What follows belongs to an exercise in optimizing a design on an open flow for small area and a short achievable clock period; a production flow would make more cautious choices. Where RTL was checked, it was by simulation tests only, not by an equivalence proof against the original. No activity file was given, so power comes from the tool's default toggle rates.

==> job 1644: inputs <==
==> flow/design.v (excerpt) <==
module cpu_top (
	input  logic                i_clk,
	input  logic                i_rst_n,
	input  cpu_pkg::instr_t     i_instr,
	output cpu_pkg::pc_t        o_pc,
	output logic                o_dmem_we,
	output cpu_pkg::dmem_addr_t o_dmem_addr,
	output cpu_pkg::word_t      o_dmem_wdata,
	output cpu_pkg::status_t    o_status
);
export LEC_CHECK = 0
export CAP_MARGIN = 20
export CORE_MARGIN = 2
export CORE_UTILIZATION = 45
export PLACE_DENSITY = 0.55
export SETUP_SLACK_MARGIN = 5
export SLEW_MARGIN = 20
export SYNTH_HIERARCHICAL = 1
export SYNTH_MEMORY_MAX_BITS = 16384
export SYNTH_MINIMUM_KEEP_SIZE = 0
create_clock -name core_clock -period 16.0 [get_ports {i_clk}]
standard.sh (not shown) runs the stock make flow with config.mk's settings and CLKGATE_MAP_FILE= SYNTH_SCRIPT=/design/flow/synth_recipe.tcl, a recipe that flattens the netlist after the stock synthesis.
==> flow/flow/run.sh <==
#!/bin/bash
# The standard layout with these changes: resizing may change a cell's
# footprint, port buffers are buf_4, timing repair aims at a larger setup
# margin, and the clock tree uses clkbuf_8 without dummy loads.
set -euo pipefail
bash standard.sh \
  MATCH_CELL_FOOTPRINT=0 \
  SETUP_SLACK_MARGIN=6.5 \
  TNS_END_PERCENT=20 \
  BUFFER_PORTS_ARGS="-buffer_cell sky130_fd_sc_hd__buf_4" \
  CTS_ARGS="-sink_clustering_enable -repair_clock_nets -dont_use_dummy_load -buf_list sky130_fd_sc_hd__clkbuf_8 -sink_clustering_size 14 -sink_clustering_max_diameter 45" \
  finish > make.log 2>&1
==> job 196 (differences from job 1644) <==
--- a/flow/design.v
+++ b/flow/design.v
@@ -39,53 +39,37 @@
 `default_nettype none
 module alu (
 	input  cpu_pkg::word_t i_a,
 	input  cpu_pkg::word_t i_b,
 	input  cpu_pkg::word_t i_imm,
 	input  logic           i_is_r,
-	input  logic           i_use_imm,
-	input  logic           i_sub,
 	input  logic [4:0]     i_funct,
 	input  logic [4:0]     i_shamt,
 	output cpu_pkg::word_t o_result,
 	output logic           o_ovf,
 	output logic           o_ne,
 	output logic           o_lt
 );
 	cpu_pkg::word_t op_b;
 	cpu_pkg::word_t op_bx;
-	cpu_pkg::word_t prop;
 	cpu_pkg::word_t sum;
-	cpu_pkg::word_t sh_in;
-	cpu_pkg::word_t sh_out;
-	cpu_pkg::word_t sh_rev;
-	logic           sh_left;
-	logic           sh_fill;
-	assign op_b  = i_use_imm ? i_imm : i_b;
-	assign op_bx = op_b ^ {32{i_sub}};
-	assign prop  = i_a ^ op_bx;
-	assign sum   = i_a + op_bx + {31'd0, i_sub};
+	logic           sub;
+	assign sub   = i_is_r & (i_funct == 5'd1);
+	assign op_b  = i_is_r ? i_b : i_imm;
+	assign op_bx = op_b ^ {32{sub}};
+	assign sum   = i_a + op_bx + {31'd0, sub};
 	assign o_ovf = (i_a[32-1] == op_bx[32-1]) && (sum[32-1] != i_a[32-1]);
-	assign o_ne = ~&prop;
-	assign o_lt = ~(sum[32-1] ^ o_ovf) & o_ne;
-	assign sh_left = ~i_funct[0];
-	assign sh_fill = i_funct[0] & i_a[32-1];
-	always_comb begin
-		for (int i = 0; i < 32; i++) sh_in[i] = sh_left ? i_a[32-1-i] : i_a[i];
-	end
-	assign sh_out = $signed({sh_fill, sh_in}) >>> i_shamt;
-	always_comb begin
-		for (int i = 0; i < 32; i++) sh_rev[i] = sh_out[32-1-i];
-	end
+	assign o_ne = (i_a != i_b);
+	assign o_lt = $signed(i_b) < $signed(i_a);
 	always_comb begin
 		case (i_funct)
 			5'd0, 5'd1: o_result = sum;
-			5'd2:       o_result = i_a & i_b;
-			5'd3:       o_result = i_a | i_b;
-			5'd4:       o_result = sh_rev;
-			5'd5:       o_result = sh_out;
+			5'd2:       o_result = i_a & op_b;
+			5'd3:       o_result = i_a | op_b;
+			5'd4:       o_result = i_a << i_shamt;
+			5'd5:       o_result = $signed(i_a) >>> i_shamt;
 			default:    o_result = '0;
 		endcase
 		if (!i_is_r) o_result = sum;
 	end
 endmodule
 `default_nettype wire
@@ -125,50 +109,35 @@
 	assign ctl_reg_we  = ctl_is_r | ctl_is_addi | ctl_is_lw | ctl_is_jal;
 	assign ctl_ovf_chk = ctl_is_addi | (ctl_is_r & (funct[4:1] == 4'd0));
 endmodule
 `default_nettype wire
 `timescale 1ns/1ns
 `default_nettype none
-module rf_select (
-	input  cpu_pkg::reg_idx_t i_idx,
-	input  logic [31:1]       i_valid,
-	output logic [31:1]       o_sel
-);
-	always_comb begin
-		for (int i = 1; i < 32; i++) o_sel[i] = i_valid[i] && (i_idx == i);
-	end
-endmodule
-module rf_read (
-	input  logic [31:1]          i_sel,
-	input  logic [31:1][31:0]    i_regs,
-	output cpu_pkg::word_t       o_data
-);
-	always_comb begin
-		o_data = '0;
-		for (int i = 1; i < 32; i++) o_data = o_data | ({32{i_sel[i]}} & i_regs[i]);
-	end
-endmodule
 module reg_file (
 	input  logic              i_clk,
 	input  logic              i_rst_n,
 	input  cpu_pkg::reg_idx_t i_ra_idx,
 	input  cpu_pkg::reg_idx_t i_rb_idx,
 	input  cpu_pkg::reg_idx_t i_wr_idx,
 	input  logic              i_we,
 	input  cpu_pkg::word_t    i_wdata,
 	output cpu_pkg::word_t    o_rdata_a,
 	output cpu_pkg::word_t    o_rdata_b
 );
 	localparam int N = 2**5;
-	logic [N-1:1][31:0] regs;
+	cpu_pkg::word_t regs [1:N-1];
 	logic [N-1:1]   valid_q;
 	logic [N-1:1]   wsel;
 	logic [N-1:1]   rsel_a;
 	logic [N-1:1]   rsel_b;
 	always_comb begin
-		for (int i = 1; i < N; i++) wsel[i] = i_we && (i_wr_idx == i);
+		for (int i = 1; i < N; i++) begin
+			wsel[i]   = i_we && (i_wr_idx == i);
+			rsel_a[i] = valid_q[i] && (i_ra_idx == i);
+			rsel_b[i] = valid_q[i] && (i_rb_idx == i);
+		end
 	end
 	always_ff @(posedge i_clk or negedge i_rst_n) begin
 		if (!i_rst_n) begin
 			valid_q <= '0;
 		end else begin
 			valid_q <= valid_q | wsel;
@@ -176,16 +145,20 @@
 	end
 	for (genvar i = 1; i < N; i++) begin : g_reg
 		always_ff @(posedge i_clk) begin
 			if (wsel[i]) regs[i] <= i_wdata;
 		end
 	end
-	rf_select sel_a_i (.i_idx(i_ra_idx), .i_valid(valid_q), .o_sel(rsel_a));
-	rf_select sel_b_i (.i_idx(i_rb_idx), .i_valid(valid_q), .o_sel(rsel_b));
-	rf_read   read_a_i (.i_sel(rsel_a), .i_regs(regs), .o_data(o_rdata_a));
-	rf_read   read_b_i (.i_sel(rsel_b), .i_regs(regs), .o_data(o_rdata_b));
+	always_comb begin
+		o_rdata_a = '0;
+		o_rdata_b = '0;
+		for (int i = 1; i < N; i++) begin
+			o_rdata_a = o_rdata_a | ({32{rsel_a[i]}} & regs[i]);
+			o_rdata_b = o_rdata_b | ({32{rsel_b[i]}} & regs[i]);
+		end
+	end
 endmodule
 `default_nettype wire
 `timescale 1ns/1ns
 `default_nettype none
 module pc_unit (
 	input  logic           i_clk,
@@ -228,59 +201,34 @@
 	end
 	assign o_pc = pc_q;
 endmodule
 `default_nettype wire
 `timescale 1ns/1ns
 `default_nettype none
-module dm_select (
-	input  cpu_pkg::dmem_addr_t i_base,
-	input  cpu_pkg::dmem_addr_t i_offset,
-	output logic [2**6-1:0] o_sel
-);
-	always_comb begin
-		for (int k = 0; k < 2**6; k++) begin
-			logic m;
-			logic c;
-			m = 1'b1;
-			for (int i = 0; i < 6; i++) begin
-				if (i == 0) c = 1'b0;
-				else c = (i_base[i-1] == i_offset[i-1]) ? i_base[i-1] : ~k[i-1];
-				m = m & ((i_base[i] ^ i_offset[i] ^ c) == k[i]);
-			end
-			o_sel[k] = m;
-		end
-	end
-endmodule
-module dm_read (
-	input  logic [2**6-1:0]       i_sel,
-	input  logic [2**6-1:0][31:0] i_mem,
-	output cpu_pkg::word_t               o_data
-);
-	always_comb begin
-		o_data = '0;
-		for (int i = 0; i < 2**6; i++) o_data = o_data | ({32{i_sel[i]}} & i_mem[i]);
-	end
-endmodule
 module data_mem (
 	input  logic                i_clk,
 	input  logic                i_we,
-	input  cpu_pkg::dmem_addr_t i_base,
-	input  cpu_pkg::dmem_addr_t i_offset,
+	input  cpu_pkg::dmem_addr_t i_addr,
 	input  cpu_pkg::word_t      i_wdata,
 	output cpu_pkg::word_t      o_rdata
 );
 	localparam int N = 2**6;
-	logic [N-1:0][31:0] mem;
-	logic [N-1:0]       sel;
-	dm_select select_i (.i_base(i_base), .i_offset(i_offset), .o_sel(sel));
+	cpu_pkg::word_t mem [N];
+	logic [N-1:0]   sel;
+	always_comb begin
+		for (int i = 0; i < N; i++) sel[i] = (i_addr == i);
+	end
 	for (genvar i = 0; i < N; i++) begin : g_word
 		always_ff @(posedge i_clk) begin
 			if (i_we && sel[i]) mem[i] <= i_wdata;
 		end
 	end
-	dm_read read_i (.i_sel(sel), .i_mem(mem), .o_data(o_rdata));
+	always_comb begin
+		o_rdata = '0;
+		for (int i = 0; i < N; i++) o_rdata = o_rdata | ({32{sel[i]}} & mem[i]);
+	end
 endmodule
 `default_nettype wire
 `timescale 1ns/1ns
 `default_nettype none
 module cpu_top (
 	input  logic                i_clk,
@@ -340,27 +288,24 @@
 	);
 	alu alu_i (
 		.i_a      (rdata_a),
 		.i_b      (rdata_b),
 		.i_imm    (imm),
 		.i_is_r   (is_r),
-		.i_use_imm (i_instr[27] | i_instr[30]),
-		.i_sub    ((i_instr[28] & ~i_instr[27]) | (is_r & (i_instr[6:2] == 5'd1))),
 		.i_funct  (i_instr[6:2]),
 		.i_shamt  (i_instr[11:7]),
 		.o_result (alu_result),
 		.o_ovf    (alu_ovf),
 		.o_ne     (alu_ne),
 		.o_lt     (alu_lt)
 	);
 	assign mem_addr = rdata_a[6-1:0] + imm[6-1:0];
 	data_mem data_mem_i (
 		.i_clk   (i_clk),
 		.i_we    (is_sw & i_rst_n),
-		.i_base  (rdata_a[6-1:0]),
-		.i_offset (imm[6-1:0]),
+		.i_addr  (mem_addr),
 		.i_wdata (rdata_b),
 		.o_rdata (mem_rdata)
 	);
 	always_comb begin
 		if (is_lw)       wb_data = mem_rdata;
 		else if (is_jal) wb_data = {{(32-12){1'b0}}, pc_plus_one};
==> flow/run.sh (new file) <==
#!/bin/bash
# synth_recipe.tcl (not shown) runs the flow's synth.tcl, then flattens the netlist and writes it again
# the make line also repeats each setting of config.mk as NAME=value (left out here)
make -C /OpenROAD-flow-scripts/flow DESIGN_CONFIG=/design/flow/config.mk WORK_HOME=/design/flow/orfs CLKGATE_MAP_FILE= SYNTH_SCRIPT=/design/flow/synth_recipe.tcl finish
Settings changed: CORE_UTILIZATION 45 to 25, PLACE_DENSITY 0.55 to 0.45, SETUP_SLACK_MARGIN 5 to not set, SYNTH_HIERARCHICAL 1 to not set, SYNTH_MINIMUM_KEEP_SIZE 0 to not set.
removed: flow/flow/run.sh
removed: flow/standard.sh
==> notes <==
Sequential power is about the same in job 196 and job 1644.
Between job 1644 and job 196, the lower synthesized cell count is in job 1644 (gap 14%, measured against job 196).
Area after synthesis: job 1644 is smaller than job 196 (2.6%).
In job 1644 the cell area is smaller than in job 196, by about 9%.
Sequential cell count is the same in job 196 and job 1644.
Hold slack: job 1644 is lower than job 196 (0.0070 ns).
Worst setup slack: job 196 is worse than job 1644 (3.8 ns).
Between job 1644 and job 196, the lower non-clock buffer count is in job 1644 (gap 225).
Against job 196, the clock skew of job 1644 is higher by 0.11 ns.
Against job 1644, the first-iteration DRC count of job 196 is higher by 56%.
Of job 196 and job 1644, job 196 has the higher clock-buffer cell count (gap 31).
==> figures <==
	job 196	job 1644
Initial antenna violation count	97	84
Critical path destination	o_dmem_addr[4]	reg_file_i.regs[671]
Total clock buffers created by CTS	336	377
Fraction of met2 tracks used by global routing	41.19%	49.28%
Hold slack	0.5005 ns	0.4935 ns
Routed wire length on met3	118400 um	70070 um
Net Sw Power	5699 uW	4539 uW
Setup repair after global routing missed its margin	no	yes
Fill cells	51320	23000
Number of cells in the design after placement	15750	11100
Maximum clock frequency	0.07384 GHz	0.1030 GHz
Mean Syn Cell Area	14.99 sq um	16.90 sq um
Sequential portion of the cell area	59.82%	65.94%
Result of the run	timing/DRC/antenna clean	timing/DRC/antenna clean
Launch point of the worst reg-to-reg path	reg_file_i.regs[2][0]	reg_file_i.valid_q[2]
Die height	723.9 um	533.5 um
Logic inverters	85	36
Leakage power	0.05000 uW	0.04575 uW
Non-Clock Buffer Count	819	594
Pin count of the biggest net entering global routing	69	67
Worst supply voltage drop on vdd	86.18 uV	72.90 uV
Reg2reg path depth	22	20
Total length of routed met2 wires	322700 um	216100 um

========
==> inputs of v38 <==
cpu_top, a different RTL version from the one above (not shown whole).
==> flow/design.v (excerpt) <==
module cpu_top (
	input  logic                i_clk,
	input  logic                i_rst_n,
	input  cpu_pkg::instr_t     i_instr,
	output cpu_pkg::pc_t        o_pc,
	output logic                o_dmem_we,
	output cpu_pkg::dmem_addr_t o_dmem_addr,
	output cpu_pkg::word_t      o_dmem_wdata,
	output cpu_pkg::status_t    o_status
);
==> module data_mem, before the edit <==
module data_mem (
	input  logic                i_clk,
	input  logic                i_we,
	input  cpu_pkg::dmem_addr_t i_addr,
	input  cpu_pkg::word_t      i_wdata,
	output cpu_pkg::word_t      o_rdata
);
	localparam int N = 2**6;
	cpu_pkg::word_t mem [N];
	logic [N-1:0]   sel;
	always_comb begin
		for (int i = 0; i < N; i++) sel[i] = (i_addr == i);
	end
	for (genvar i = 0; i < N; i++) begin : g_word
		always_ff @(posedge i_clk) begin
			if (i_we && sel[i]) mem[i] <= i_wdata;
		end
	end
	assign o_rdata = mem[i_addr];
endmodule
==> module cpu_top, before the edit <==
module cpu_top (
	input  logic                i_clk,
	input  logic                i_rst_n,
	input  cpu_pkg::instr_t     i_instr,
	output cpu_pkg::pc_t        o_pc,
	output logic                o_dmem_we,
	output cpu_pkg::dmem_addr_t o_dmem_addr,
	output cpu_pkg::word_t      o_dmem_wdata,
	output cpu_pkg::status_t    o_status
);
	logic is_r, is_addi, is_sw, is_lw, is_j, is_jal, is_jr, is_bne, is_blt, is_setx;
	logic b_is_rd, reg_we, ovf_chk;
	cpu_pkg::reg_idx_t rd;
	cpu_pkg::reg_idx_t rs;
	cpu_pkg::reg_idx_t rt;
	cpu_pkg::word_t    imm;
	cpu_pkg::word_t rdata_a;
	cpu_pkg::word_t rdata_b;
	cpu_pkg::word_t alu_result;
	cpu_pkg::word_t mem_rdata;
	cpu_pkg::word_t wb_data;
	cpu_pkg::pc_t   pc_plus_one;
	cpu_pkg::dmem_addr_t mem_addr;
	cpu_pkg::status_t status_q;
	logic alu_ovf, alu_ne, alu_lt;
	assign rd  = i_instr[26:22];
	assign rs  = i_instr[21:17];
	assign rt  = i_instr[16:12];
	assign imm = {{(32-17){i_instr[17-1]}}, i_instr[17-1:0]};
	instr_decoder decoder_i (
		.i_instr     (i_instr),
		.ctl_is_r    (is_r),
		.ctl_is_addi (is_addi),
		.ctl_is_sw   (is_sw),
		.ctl_is_lw   (is_lw),
		.ctl_is_j    (is_j),
		.ctl_is_jal  (is_jal),
		.ctl_is_jr   (is_jr),
		.ctl_is_bne  (is_bne),
		.ctl_is_blt  (is_blt),
		.ctl_is_setx (is_setx),
		.ctl_b_is_rd (b_is_rd),
		.ctl_reg_we  (reg_we),
		.ctl_ovf_chk (ovf_chk)
	);
	reg_file reg_file_i (
		.i_clk     (i_clk),
		.i_rst_n   (i_rst_n),
		.i_ra_idx  (rs),
		.i_rb_idx  (b_is_rd ? rd : rt),
		.i_wr_idx  (is_jal ? 5'd31 : rd),
		.i_we      (reg_we),
		.i_wdata   (wb_data),
		.o_rdata_a (rdata_a),
		.o_rdata_b (rdata_b)
	);
	alu alu_i (
		.i_a      (rdata_a),
		.i_b      (rdata_b),
		.i_imm    (imm),
		.i_is_r   (is_r),
		.i_use_imm (i_instr[27] | i_instr[30]),
		.i_sub    ((i_instr[28] & ~i_instr[27]) | (is_r & (i_instr[6:2] == 5'd1))),
		.i_funct  (i_instr[6:2]),
		.i_shamt  (i_instr[11:7]),
		.o_result (alu_result),
		.o_ovf    (alu_ovf),
		.o_ne     (alu_ne),
		.o_lt     (alu_lt)
	);
	assign mem_addr = rdata_a[6-1:0] + imm[6-1:0];
	data_mem data_mem_i (
		.i_clk   (i_clk),
		.i_we    (is_sw & i_rst_n),
		.i_addr  (mem_addr),
		.i_wdata (rdata_b),
		.o_rdata (mem_rdata)
	);
	always_comb begin
		if (is_lw)       wb_data = mem_rdata;
		else if (is_jal) wb_data = {{(32-12){1'b0}}, pc_plus_one};
		else             wb_data = alu_result;
	end
	pc_unit pc_unit_i (
		.i_clk         (i_clk),
		.i_rst_n       (i_rst_n),
		.i_instr       (i_instr),
		.i_is_j        (is_j | is_jal),
		.i_is_jr       (is_jr),
		.i_is_bne      (is_bne),
		.i_is_blt      (is_blt),
		.i_ne          (alu_ne),
		.i_lt          (alu_lt),
		.i_jr_addr     (rdata_b),
		.o_pc          (o_pc),
		.o_pc_plus_one (pc_plus_one)
	);
	always_ff @(posedge i_clk or negedge i_rst_n) begin
		if (!i_rst_n) begin
			status_q <= '0;
		end else if (is_setx) begin
			status_q <= i_instr[27-1:0];
		end else if (ovf_chk) begin
			status_q <= {{(27-1){1'b0}}, alu_ovf};
		end
	end
	assign o_status     = status_q;
	assign o_dmem_addr  = mem_addr;
	assign o_dmem_wdata = rdata_b;
	assign o_dmem_we    = is_sw & i_rst_n;
endmodule
==> module reg_file, before the edit <==
module reg_file (
	input  logic              i_clk,
	input  logic              i_rst_n,
	input  cpu_pkg::reg_idx_t i_ra_idx,
	input  cpu_pkg::reg_idx_t i_rb_idx,
	input  cpu_pkg::reg_idx_t i_wr_idx,
	input  logic              i_we,
	input  cpu_pkg::word_t    i_wdata,
	output cpu_pkg::word_t    o_rdata_a,
	output cpu_pkg::word_t    o_rdata_b
);
	localparam int N = 2**5;
	cpu_pkg::word_t regs [1:N-1];
	logic [N-1:1]   valid_q;
	logic [N-1:1]   wsel;
	logic [N-1:1]   rsel_a;
	logic [N-1:1]   rsel_b;
	always_comb begin
		for (int i = 1; i < N; i++) begin
			wsel[i]   = i_we && (i_wr_idx == i);
			rsel_a[i] = valid_q[i] && (i_ra_idx == i);
			rsel_b[i] = valid_q[i] && (i_rb_idx == i);
		end
	end
	always_ff @(posedge i_clk or negedge i_rst_n) begin
		if (!i_rst_n) begin
			valid_q <= '0;
		end else begin
			valid_q <= valid_q | wsel;
		end
	end
	for (genvar i = 1; i < N; i++) begin : g_reg
		always_ff @(posedge i_clk) begin
			if (wsel[i]) regs[i] <= i_wdata;
		end
	end
	cpu_pkg::word_t rv [N];
	logic [N-1:0] vz;
	assign vz = {valid_q, 1'b0};
	always_comb begin
		rv[0] = '0;
		for (int i = 1; i < N; i++) rv[i] = regs[i];
	end
	assign o_rdata_a = vz[i_ra_idx] ? rv[i_ra_idx] : '0;
	assign o_rdata_b = vz[i_rb_idx] ? rv[i_rb_idx] : '0;
endmodule
==> flow/config.mk <==
export PLATFORM = sky130hd
export DESIGN_NAME = cpu_top
export DESIGN_NICKNAME = cpu_top
export VERILOG_FILES = /design/flow/design.v
export SDC_FILE = /design/flow/constraint.sdc
export NUM_CORES = 8
export LEC_CHECK = 0
export CAP_MARGIN = 20
export CORE_MARGIN = 2
export CORE_UTILIZATION = 45
export PLACE_DENSITY = 0.55
export SETUP_SLACK_MARGIN = 5
export SLEW_MARGIN = 20
export SYNTH_MEMORY_MAX_BITS = 16384
==> flow/constraint.sdc <==
create_clock -name core_clock -period 16.0 [get_ports {i_clk}]
set_input_delay 3.2000 -clock core_clock [delete_from_list [all_inputs] [get_ports {i_clk}]]
set_output_delay 3.2000 -clock core_clock [all_outputs]
set_load 0.01 [all_outputs]
==> flow/flow/run.sh <==
#!/bin/bash
# The standard layout, with resizing not held to the same cell footprint and a
# larger setup margin for timing repair, aimed at the worst endpoints.
set -euo pipefail
bash standard.sh MATCH_CELL_FOOTPRINT=0 SETUP_SLACK_MARGIN=7 TNS_END_PERCENT=5 finish > make.log 2>&1
==> inputs of v28, as changes to v38 <==
--- a/flow/design.v
+++ b/flow/design.v
@@ -226,3 +226,4 @@
 	input  logic                i_we,
-	input  cpu_pkg::dmem_addr_t i_addr,
+	input  cpu_pkg::dmem_addr_t i_base,
+	input  cpu_pkg::dmem_addr_t i_offset,
 	input  cpu_pkg::word_t      i_wdata,
@@ -234,3 +235,13 @@
 	always_comb begin
-		for (int i = 0; i < N; i++) sel[i] = (i_addr == i);
+		for (int k = 0; k < N; k++) begin
+			logic m;
+			logic c;
+			m = 1'b1;
+			for (int i = 0; i < 6; i++) begin
+				if (i == 0) c = 1'b0;
+				else c = (i_base[i-1] == i_offset[i-1]) ? i_base[i-1] : ~k[i-1];
+				m = m & ((i_base[i] ^ i_offset[i] ^ c) == k[i]);
+			end
+			sel[k] = m;
+		end
 	end
@@ -241,3 +252,6 @@
 	end
-	assign o_rdata = mem[i_addr];
+	always_comb begin
+		o_rdata = '0;
+		for (int i = 0; i < N; i++) o_rdata = o_rdata | ({32{sel[i]}} & mem[i]);
+	end
 endmodule
@@ -320,3 +334,4 @@
 		.i_we    (is_sw & i_rst_n),
-		.i_addr  (mem_addr),
+		.i_base  (rdata_a[6-1:0]),
+		.i_offset (imm[6-1:0]),
 		.i_wdata (rdata_b),
==> flow/flow/run.sh (replaced) <==
#!/bin/bash
# The standard layout with these changes: resizing may change a cell's
# footprint, port buffers are buf_4, timing repair aims at a larger setup
# margin, and the clock tree uses clkbuf_8 without dummy loads.
set -euo pipefail
bash standard.sh \
  MATCH_CELL_FOOTPRINT=0 \
  SETUP_SLACK_MARGIN=6.5 \
  TNS_END_PERCENT=20 \
  BUFFER_PORTS_ARGS="-buffer_cell sky130_fd_sc_hd__buf_4" \
  CTS_ARGS="-sink_clustering_enable -repair_clock_nets -dont_use_dummy_load -buf_list sky130_fd_sc_hd__clkbuf_8 -sink_clustering_size 14 -sink_clustering_max_diameter 45" \
  finish > make.log 2>&1
==> inputs of v17, as changes to v38 <==
--- a/flow/design.v
+++ b/flow/design.v
@@ -130,2 +130,23 @@
 `default_nettype none
+module rf_select (
+	input  cpu_pkg::reg_idx_t i_idx,
+	input  logic [31:1]       i_valid,
+	output logic [31:1]       o_sel
+);
+	always_comb begin
+		for (int i = 1; i < 32; i++) o_sel[i] = i_valid[i] && (i_idx == i);
+	end
+endmodule
+module rf_read (
+	input  logic [31:1]          i_sel,
+	input  logic [31:1][31:0]    i_regs,
+	input  logic                 i_wb_sel,
+	input  cpu_pkg::word_t       i_wb_data,
+	output cpu_pkg::word_t       o_data
+);
+	always_comb begin
+		o_data = {32{i_wb_sel}} & i_wb_data;
+		for (int i = 1; i < 32; i++) o_data = o_data | ({32{i_sel[i]}} & i_regs[i]);
+	end
+endmodule
 module reg_file (
@@ -137,3 +158,6 @@
 	input  logic              i_we,
+	input  logic              i_load,
 	input  cpu_pkg::word_t    i_wdata,
+	input  cpu_pkg::word_t    i_mem_rdata,
+	output cpu_pkg::dmem_addr_t o_load_addr,
 	output cpu_pkg::word_t    o_rdata_a,
@@ -142,12 +166,31 @@
 	localparam int N = 2**5;
-	cpu_pkg::word_t regs [1:N-1];
+	logic [N-1:1][31:0] regs;
 	logic [N-1:1]   valid_q;
 	logic [N-1:1]   wsel;
+	logic [N-1:1]   rvalid;
 	logic [N-1:1]   rsel_a;
 	logic [N-1:1]   rsel_b;
+	logic              wb_v_q;
+	logic              wb_load_q;
+	cpu_pkg::reg_idx_t wb_idx_q;
+	cpu_pkg::word_t    wb_val_q;
+	cpu_pkg::word_t    wb_data;
+	always_ff @(posedge i_clk or negedge i_rst_n) begin
+		if (!i_rst_n) begin
+			wb_v_q <= 1'b0;
+		end else begin
+			wb_v_q <= i_we && (i_wr_idx != '0);
+		end
+	end
+	always_ff @(posedge i_clk) begin
+		wb_load_q <= i_load;
+		wb_idx_q  <= i_wr_idx;
+		wb_val_q  <= i_wdata;
+	end
+	assign o_load_addr = wb_val_q[6-1:0];
+	assign wb_data     = wb_load_q ? i_mem_rdata : wb_val_q;
 	always_comb begin
 		for (int i = 1; i < N; i++) begin
-			wsel[i]   = i_we && (i_wr_idx == i);
-			rsel_a[i] = valid_q[i] && (i_ra_idx == i);
-			rsel_b[i] = valid_q[i] && (i_rb_idx == i);
+			wsel[i]   = wb_v_q && (wb_idx_q == i);
+			rvalid[i] = valid_q[i] && !wsel[i];
 		end
@@ -163,14 +206,17 @@
 		always_ff @(posedge i_clk) begin
-			if (wsel[i]) regs[i] <= i_wdata;
+			if (wsel[i]) regs[i] <= wb_data;
 		end
 	end
-	cpu_pkg::word_t rv [N];
-	logic [N-1:0] vz;
-	assign vz = {valid_q, 1'b0};
-	always_comb begin
-		rv[0] = '0;
-		for (int i = 1; i < N; i++) rv[i] = regs[i];
-	end
-	assign o_rdata_a = vz[i_ra_idx] ? rv[i_ra_idx] : '0;
-	assign o_rdata_b = vz[i_rb_idx] ? rv[i_rb_idx] : '0;
+	rf_select sel_a_i (.i_idx(i_ra_idx), .i_valid(rvalid), .o_sel(rsel_a));
+	rf_select sel_b_i (.i_idx(i_rb_idx), .i_valid(rvalid), .o_sel(rsel_b));
+	rf_read read_a_i (
+		.i_sel(rsel_a), .i_regs(regs),
+		.i_wb_sel(wb_v_q && (wb_idx_q == i_ra_idx)), .i_wb_data(wb_data),
+		.o_data(o_rdata_a)
+	);
+	rf_read read_b_i (
+		.i_sel(rsel_b), .i_regs(regs),
+		.i_wb_sel(wb_v_q && (wb_idx_q == i_rb_idx)), .i_wb_data(wb_data),
+		.o_data(o_rdata_b)
+	);
 endmodule
@@ -223,2 +269,39 @@
 `default_nettype none
+module dm_select (
+	input  cpu_pkg::dmem_addr_t i_base,
+	input  cpu_pkg::dmem_addr_t i_offset,
+	output logic [2**6-1:0] o_sel
+);
+	always_comb begin
+		for (int k = 0; k < 2**6; k++) begin
+			logic m;
+			logic c;
+			m = 1'b1;
+			for (int i = 0; i < 6; i++) begin
+				if (i == 0) c = 1'b0;
+				else c = (i_base[i-1] == i_offset[i-1]) ? i_base[i-1] : ~k[i-1];
+				m = m & ((i_base[i] ^ i_offset[i] ^ c) == k[i]);
+			end
+			o_sel[k] = m;
+		end
+	end
+endmodule
+module dm_read (
+	input  logic [2**6-1:0]       i_sel,
+	input  logic [2**6-1:0][31:0] i_mem,
+	output cpu_pkg::word_t               o_data
+);
+	always_comb begin
+		o_data = '0;
+		for (int i = 0; i < 2**6; i++) o_data = o_data | ({32{i_sel[i]}} & i_mem[i]);
+	end
+endmodule
+module dm_decode (
+	input  cpu_pkg::dmem_addr_t    i_addr,
+	output logic [2**6-1:0] o_sel
+);
+	always_comb begin
+		for (int k = 0; k < 2**6; k++) o_sel[k] = (i_addr == k);
+	end
+endmodule
 module data_mem (
@@ -226,4 +309,6 @@
 	input  logic                i_we,
-	input  cpu_pkg::dmem_addr_t i_addr,
+	input  cpu_pkg::dmem_addr_t i_base,
+	input  cpu_pkg::dmem_addr_t i_offset,
 	input  cpu_pkg::word_t      i_wdata,
+	input  cpu_pkg::dmem_addr_t i_raddr,
 	output cpu_pkg::word_t      o_rdata
@@ -231,7 +316,6 @@
 	localparam int N = 2**6;
-	cpu_pkg::word_t mem [N];
-	logic [N-1:0]   sel;
-	always_comb begin
-		for (int i = 0; i < N; i++) sel[i] = (i_addr == i);
-	end
+	logic [N-1:0][31:0] mem;
+	logic [N-1:0]       sel;
+	logic [N-1:0]       rsel;
+	dm_select select_i (.i_base(i_base), .i_offset(i_offset), .o_sel(sel));
 	for (genvar i = 0; i < N; i++) begin : g_word
@@ -241,3 +325,4 @@
 	end
-	assign o_rdata = mem[i_addr];
+	dm_decode decode_i (.i_addr(i_raddr), .o_sel(rsel));
+	dm_read read_i (.i_sel(rsel), .i_mem(mem), .o_data(o_rdata));
 endmodule
@@ -269,2 +354,3 @@
 	cpu_pkg::dmem_addr_t mem_addr;
+	cpu_pkg::dmem_addr_t load_addr;
 	cpu_pkg::status_t status_q;
@@ -298,3 +384,6 @@
 		.i_we      (reg_we),
+		.i_load    (is_lw),
 		.i_wdata   (wb_data),
+		.i_mem_rdata (mem_rdata),
+		.o_load_addr (load_addr),
 		.o_rdata_a (rdata_a),
@@ -320,11 +409,9 @@
 		.i_we    (is_sw & i_rst_n),
-		.i_addr  (mem_addr),
+		.i_base  (rdata_a[6-1:0]),
+		.i_offset (imm[6-1:0]),
 		.i_wdata (rdata_b),
+		.i_raddr (load_addr),
 		.o_rdata (mem_rdata)
 	);
-	always_comb begin
-		if (is_lw)       wb_data = mem_rdata;
-		else if (is_jal) wb_data = {{(32-12){1'b0}}, pc_plus_one};
-		else             wb_data = alu_result;
-	end
+	assign wb_data = is_jal ? {{(32-12){1'b0}}, pc_plus_one} : alu_result;
 	pc_unit pc_unit_i (
==> flow/flow/run.sh (replaced) <==
#!/bin/bash
# The standard layout with these changes: resizing may change a cell's
# footprint, port buffers are buf_4, timing repair aims at a larger setup
# margin, and the clock tree uses clkbuf_8 without dummy loads.
set -euo pipefail
bash standard.sh \
  MATCH_CELL_FOOTPRINT=0 \
  SETUP_SLACK_MARGIN=6.5 \
  TNS_END_PERCENT=20 \
  BUFFER_PORTS_ARGS="-buffer_cell sky130_fd_sc_hd__buf_4" \
  CTS_ARGS="-sink_clustering_enable -repair_clock_nets -dont_use_dummy_load -buf_list sky130_fd_sc_hd__clkbuf_8 -sink_clustering_size 14 -sink_clustering_max_diameter 45" \
  finish > make.log 2>&1
--- a/flow/config.mk
+++ b/flow/config.mk
@@ -13,2 +13,4 @@
 export SLEW_MARGIN = 20
+export SYNTH_HIERARCHICAL = 1
 export SYNTH_MEMORY_MAX_BITS = 16384
+export SYNTH_MINIMUM_KEEP_SIZE = 0
==> inputs of v31, as changes to v38 <==
--- a/flow/design.v
+++ b/flow/design.v
@@ -226,3 +226,4 @@
 	input  logic                i_we,
-	input  cpu_pkg::dmem_addr_t i_addr,
+	input  cpu_pkg::dmem_addr_t i_base,
+	input  cpu_pkg::dmem_addr_t i_offset,
 	input  cpu_pkg::word_t      i_wdata,
@@ -234,3 +235,13 @@
 	always_comb begin
-		for (int i = 0; i < N; i++) sel[i] = (i_addr == i);
+		for (int k = 0; k < N; k++) begin
+			logic m;
+			logic c;
+			m = 1'b1;
+			for (int i = 0; i < 6; i++) begin
+				if (i == 0) c = 1'b0;
+				else c = (i_base[i-1] == i_offset[i-1]) ? i_base[i-1] : ~k[i-1];
+				m = m & ((i_base[i] ^ i_offset[i] ^ c) == k[i]);
+			end
+			sel[k] = m;
+		end
 	end
@@ -241,3 +252,6 @@
 	end
-	assign o_rdata = mem[i_addr];
+	always_comb begin
+		o_rdata = '0;
+		for (int i = 0; i < N; i++) o_rdata = o_rdata | ({32{sel[i]}} & mem[i]);
+	end
 endmodule
@@ -320,3 +334,4 @@
 		.i_we    (is_sw & i_rst_n),
-		.i_addr  (mem_addr),
+		.i_base  (rdata_a[6-1:0]),
+		.i_offset (imm[6-1:0]),
 		.i_wdata (rdata_b),
==> flow/run.sh (new file) <==
#!/bin/bash
# synth_recipe.tcl (not shown) runs the flow's synth.tcl, then flattens the netlist and writes it again
# the make line also repeats each setting of config.mk as NAME=value (left out here)
make -C /OpenROAD-flow-scripts/flow DESIGN_CONFIG=/design/flow/config.mk WORK_HOME=/design/flow/orfs CLKGATE_MAP_FILE= SYNTH_SCRIPT=/design/flow/synth_recipe.tcl finish
--- a/flow/config.mk
+++ b/flow/config.mk
@@ -7,8 +7,11 @@
 export LEC_CHECK = 0
-export CAP_MARGIN = 20
+export CAP_MARGIN = 50
 export CORE_MARGIN = 2
 export CORE_UTILIZATION = 45
+export CTS_BUF_LIST = sky130_fd_sc_hd__clkbuf_8
+export CTS_CLUSTER_DIAMETER = 45
+export CTS_CLUSTER_SIZE = 14
 export PLACE_DENSITY = 0.55
 export SETUP_SLACK_MARGIN = 5
-export SLEW_MARGIN = 20
+export SLEW_MARGIN = 75
 export SYNTH_MEMORY_MAX_BITS = 16384
removed: flow/flow/run.sh
removed: flow/standard.sh
==> summary of the runs <==
- The highest global-route usage belongs to v31, the lowest to v17.
- Against v28, the synthesized area of v17 is smaller by 1.8%.
- Against v28, the total power of v38 is higher by about 13%.
- In v17 the setup slack is higher than in v38, by 0.13 ns.
- The lowest via count belongs to v17, the highest to v31.
- The lowest maximum frequency belongs to v31, the highest to v17.
- The lowest wire length belongs to v17, the highest to v31.
- v38 finished with timing, DRC and antenna clean. v17 completed without violations. v28 completed, yet does not pass: capacitance limit, slew limit. v31 produced a clean layout.
- Between v28 and v31, the lower critical path depth is in v31 (gap 5).
- Between v31 and v17, the lower combinational power is in v17 (gap 10%, measured against v17).
- Register-to-register slack: v38 > v31 > v28 > v17.
- Clock-buffer cell count: v17 < v28 < v31 < v38.
No run of this note included a check of the RTL's function; only the layout flow was run.

-- port drivers added, routing unchanged --
The flow's constraints put no driver on any port. The routed layouts listed below were extracted and timed again, unchanged, in two steps. Step 1 sets driving cells, clkbuf_16 on the clock port and buf_2 on the other inputs (assumed; they add their load-dependent delay and slew). Step 2 times the ports against the registers' clock, not the clock port: input delays grow and output delays shrink by t, the midpoint of the rising clock arrivals with the driver on. a / b / c = ideal / step 1 / step 2; a / b = the first two.
| run | shift t [ns] | setup slack, ns | hold WS [ns] | worst setup path after step 2 | worst data-port slew with drivers (ns) |
|---|---|---|---|---|---|
| job 1644 | 1.167 | 6.288 / 6.293 / 5.181 | 0.494 / 0.494 / 0.494 | input to register | 0.15 |
| job 196 | 1.083 | 2.458 / 2.427 / 1.719 | 0.501 / 0.501 / 0.501 | input to register | 0.10 |
| v38 | 1.050 | 5.783 / 5.764 / 4.772 | 0.501 / 0.501 / 0.501 | input to register | 0.18 |
| v28 | 1.200 | 5.897 / 5.651 / 4.451 | 0.502 / 0.502 / 0.502 | input to register | 0.44 |
| v17 | 1.166 | 5.916 / 5.803 / 5.311 | 0.453 / 0.453 / 0.453 | input to register | 0.36 |
| v31 | 1.200 | 4.904 / 4.861 / 4.228 | 0.492 / 0.492 / 0.492 | input to register | 0.08 |
For v28, which loses most, drivers alone change the setup slack by -0.246 ns; drivers and shift together by -1.446 ns.
